This design comes from an exercise in tuning for small area, a short achievable clock period and few clock cycles per item on the open sky130 flow, not from production work.
Function was checked by simulation only, so behaviour that the tests miss may differ from the original.
No activity file was given, so power comes from the tool's default toggle rates.

// chol_update_top
module chol_update_top (
  input  logic                    clk,
  input  logic                    rst,
  input  logic                    start,
  input  chol_types_pkg::em_t     size,
  output logic                    addr_valid,
  output chol_types_pkg::band_t   u_band,
  output chol_types_pkg::em_t     u_col,
  output chol_types_pkg::band_t   vec_band,
  input  chol_types_pkg::sample_t u_data,
  input  chol_types_pkg::sample_t vec_data,
  input  logic                    data_valid,
  output logic                    busy,
  output logic                    done,
  output logic                    singular,
  input  logic                    rd_valid,
  input  chol_types_pkg::em_t     rd_row,
  input  chol_types_pkg::em_t     rd_col,
  output chol_types_pkg::l_word_t rd_data,
  output logic                    rd_data_valid
);
Size in the first run: about 5700 cells after synthesis, roughly 700 flip-flops, about 74 I/O pins, roughly 0.054 sq mm of cells after synthesis.
Settings: LEC_CHECK=0, ABC_CLOCK_PERIOD_IN_PS=4000, CAP_MARGIN=20, CORE_MARGIN=2, CORE_UTILIZATION=55, CTS_CLUSTER_DIAMETER=80, CTS_CLUSTER_SIZE=20, SETUP_SLACK_MARGIN=5, SLEW_MARGIN=20; clock period 12.0 ns.
run.sh (not shown) runs the stock make flow with config.mk's settings and CLKGATE_MAP_FILE= SYNTH_SCRIPT=/design/flow/synth_recipe.tcl, a recipe that flattens the netlist after the stock synthesis.
The starting point ran to the end with no violations.
Testbench counts at the start, summed over its fixed seeds: cycles 46,575, updates 768.
==> next run, changes <==
--- a/flow/design.v
+++ b/flow/design.v
@@ -136,78 +136,50 @@
   end
   always_ff @(posedge clk) begin
     if (rst) rd_data_valid <= 1'b0;
     else     rd_data_valid <= rd_valid;
   end
   logic              [4:0]  rx_cnt;
   logic signed       [15:0] pr;
   logic                     pv;
   logic signed       [19:0] gacc;
   logic signed       [19:0] gnext;
-  logic signed       [19:0] gb;        
-  logic                     gb_v;
-  logic              [2:0]  ncol;      
-  logic                     g_last;    
-  logic                     g_held;    
-  logic                     g_free;    
+  logic                     g_rdy;
+  logic                     g_last;
   assign vec_band = u_band;
+  assign g_rdy    = rx_cnt[4];
   assign g_last   = pv && (rx_cnt == 5'd15);
-  assign g_held   = rx_cnt[4];
   assign gnext    = ((rx_cnt == 5'd0) ? 20'sd0 : gacc) + 20'(pr);
-  assign g_free   = (g_last && (form0 || !gb_v || form)) || (g_held && form);
   always_ff @(posedge clk) begin
     if (rst) begin
       addr_valid <= 1'b0;
     end else if (accept) begin
       addr_valid <= 1'b1;
       u_col      <= '0;
       u_band     <= '0;
-      ncol       <= 3'd1;
-    end else if (busy && g_free && (ncol <= {1'b0, row})) begin
+    end else if ((form || form0) && (jf[1:0] != row)) begin
       addr_valid <= 1'b1;
-      u_col      <= ncol[1:0];
+      u_col      <= jf[1:0] + 2'd1;
       u_band     <= '0;
-      ncol       <= ncol + 3'd1;
     end else if (addr_valid) begin
       u_band <= u_band + 4'd1;
       if (u_band == 4'd15) addr_valid <= 1'b0;
     end
   end
   always_ff @(posedge clk) begin
     pr <= u_data * vec_data;
     pv <= data_valid && !rst;
-    if (accept) begin
+    if (accept || form || form0) begin
       rx_cnt <= '0;
-      gb_v   <= 1'b0;
-    end else begin
-      if (g_last) begin
-        if (form0 || !gb_v || form) begin
-          rx_cnt <= '0;
-        end else begin
-          rx_cnt <= 5'd16;
-          gacc   <= gnext;
-        end
-      end else if (g_held && form) begin
-        rx_cnt <= '0;
-      end else if (pv) begin
-        rx_cnt <= rx_cnt + 5'd1;
-        gacc   <= gnext;
-      end
-      if (g_last && !form0 && (!gb_v || form)) begin
-        gb   <= gnext;
-        gb_v <= 1'b1;
-      end else if (g_held && form) begin
-        gb   <= gacc;
-        gb_v <= 1'b1;
-      end else if (form) begin
-        gb_v <= 1'b0;
-      end
+    end else if (pv) begin
+      rx_cnt <= rx_cnt + 5'd1;
+      gacc   <= gnext;
     end
   end
   logic signed [31:0] a_op;
   logic signed [8:0]  dig;
   logic signed [40:0] pp;
   logic signed [40:0] ppr;
   logic        [63:0] pp_sh;
   logic        [63:0] acc;
   logic        [63:0] acc_eff;
   logic        [63:0] ax, az;
@@ -233,21 +205,21 @@
       one = dgx[2*t+1] ^ dgx[2*t];
       two = (dgx[2*t+2] & ~dgx[2*t+1] & ~dgx[2*t]) | (~dgx[2*t+2] & dgx[2*t+1] & dgx[2*t]);
       mag = one ? 34'(a_op) : (two ? {a_op[31], a_op, 1'b0} : 34'd0);
       x   = mag ^ {34{neg & (one | two)}};
       brow[t] = 41'({~x[33], x[32:0]}) << (2 * t);
       bneg[2*t] = neg & (one | two);
     end
   end
   assign pp = brow[0] + brow[1] + brow[2] + brow[3] + brow[4] + bneg + BCONST;
   assign acc_eff = acc_zero ? 64'd0 : acc;
-  assign g16     = {{28{gb[19]}}, gb, 16'd0};
+  assign g16     = {{28{gacc[19]}}, gacc, 16'd0};
   assign g16n    = {{28{gnext[19]}}, gnext, 16'd0};
   assign s_m     = {acc_eff[63:8], 8'd0};
   always_comb begin
     case (la ? 3'd7 : mph)
       3'd4:    pp_sh = 64'(ppr);
       3'd5:    pp_sh = {64'(ppr)} << 8;
       3'd6:    pp_sh = {64'(ppr)} << 16;
       default: pp_sh = {64'(ppr)} << 24;
     endcase
   end
@@ -340,21 +312,21 @@
   logic sing;
   logic dz;
   logic pipe_free;
   assign pipe_free = (mph == 3'd0) || (mph == 3'd6) || (mph == 3'd7);
   assign can_ma = (pk < nw) && pipe_free && !crit;
   assign ma     = busy && !done && can_ma && (jf <= {1'b0, row});
   assign apre   = busy && dv_run && !dv_sqrt && !a_pre && (jf[1:0] != row) && (jf <= {1'b0, row}) &&
                   (pk == nw) && pipe_free;
   assign crit   = dv_fin && (pk == nw) && pipe_free && ((jf[1:0] == row) || a_pre);
   assign form0  = busy && (jf == 3'd0) && g_last;
-  assign form   = busy && !done && (jf != 3'd0) && gb_v && (pk == jf) && (mph == 3'd0) && !la &&
+  assign form   = busy && !done && (jf != 3'd0) && g_rdy && (pk == jf) && (mph == 3'd0) && !la &&
                   !dv_run && !dv_fin && !pf && !chk;
   assign sing   = tneg || (q == 56'd0);
   assign dz     = (dr == 32'd0);
   always_comb begin
     wr_en   = dv_fin || (pf && dz) || (done && singular) || sq_fin;
     wr_col  = (done || sq_fin) ? row : nw[1:0];
     if (sq_fin)              wr_data = dr;
     else if (done || pf)     wr_data = 32'd0;
     else         wr_data = qneg ? -q[31:0] : q[31:0];
   end
@@ -410,24 +382,22 @@
       if (apre) a_pre <= 1'b1;
       if (form || form0) begin
         jf       <= jf + 3'd1;
         pk       <= '0;
         acc_zero <= 1'b1;
         a_pre    <= 1'b0;
         dv_sqrt  <= (jf[1:0] == row);
         if (jf[1:0] == row) begin
           dv_run <= 1'b1;
           chk    <= 1'b1;
-        end else if ((form0 ? gnext[19] : acc_sum[63]) || (mx == 32'd0)) begin
-          pf     <= 1'b1;
         end else begin
-          dv_run <= 1'b1;
+          pf     <= 1'b1;
         end
       end
       if (pf && !dz) dv_run <= 1'b1;
       if (chk) begin
         chk      <= 1'b0;
         singular <= sing;
         if (sing) begin
           dv_run <= 1'b0;
           done   <= 1'b1;
         end
Core utilization came out lower by 0.31 points.
Die area came out lower slightly.
Setup slack is better by 0.0045 ns.
Clock-buffer cell count came out lower by 5.
Design area came out lower by a few percent.
Hold slack barely changes.
First-iteration DRC count came out lower slightly.
Non-clock buffer count came out lower by 19.
Total power came out lower by a few percent.
Global-route usage barely changes.
Sequential power stays flat.
Cell count came out lower slightly.
Testbench counts after the change, summed over its fixed seeds: cycles 47,150, updates 768.

==> port drivers added, routing unchanged <==
The flow's constraints put no driver on any port. The routed layouts listed below were extracted and timed again, unchanged, in two steps. Step 1: set_driving_cell puts a clkbuf_16 on clk and a buf_2 on each other input, an assumption about the parent block. Step 2 also shifts input and output timing later by t, the mid clock arrival at the registers, as if the neighbouring blocks saw the same clock. a / b / c = ideal ports / drivers / drivers and shift; a / b = the first two.
run | t (ns) | slack for setup (ns) | worst setup path at the end | pins driven straight from the clock port
the first run | 0.754 | 5.145 / 5.145 / 4.552 | input to register | 1
the second run | 0.742 | 5.150 / 5.150 / 4.690 | input to register | 1
After both steps setup and hold are still met in every run listed. The setup slack of the first run, which loses most, moves by 0.000 ns with the drivers and by -0.593 ns with both steps.
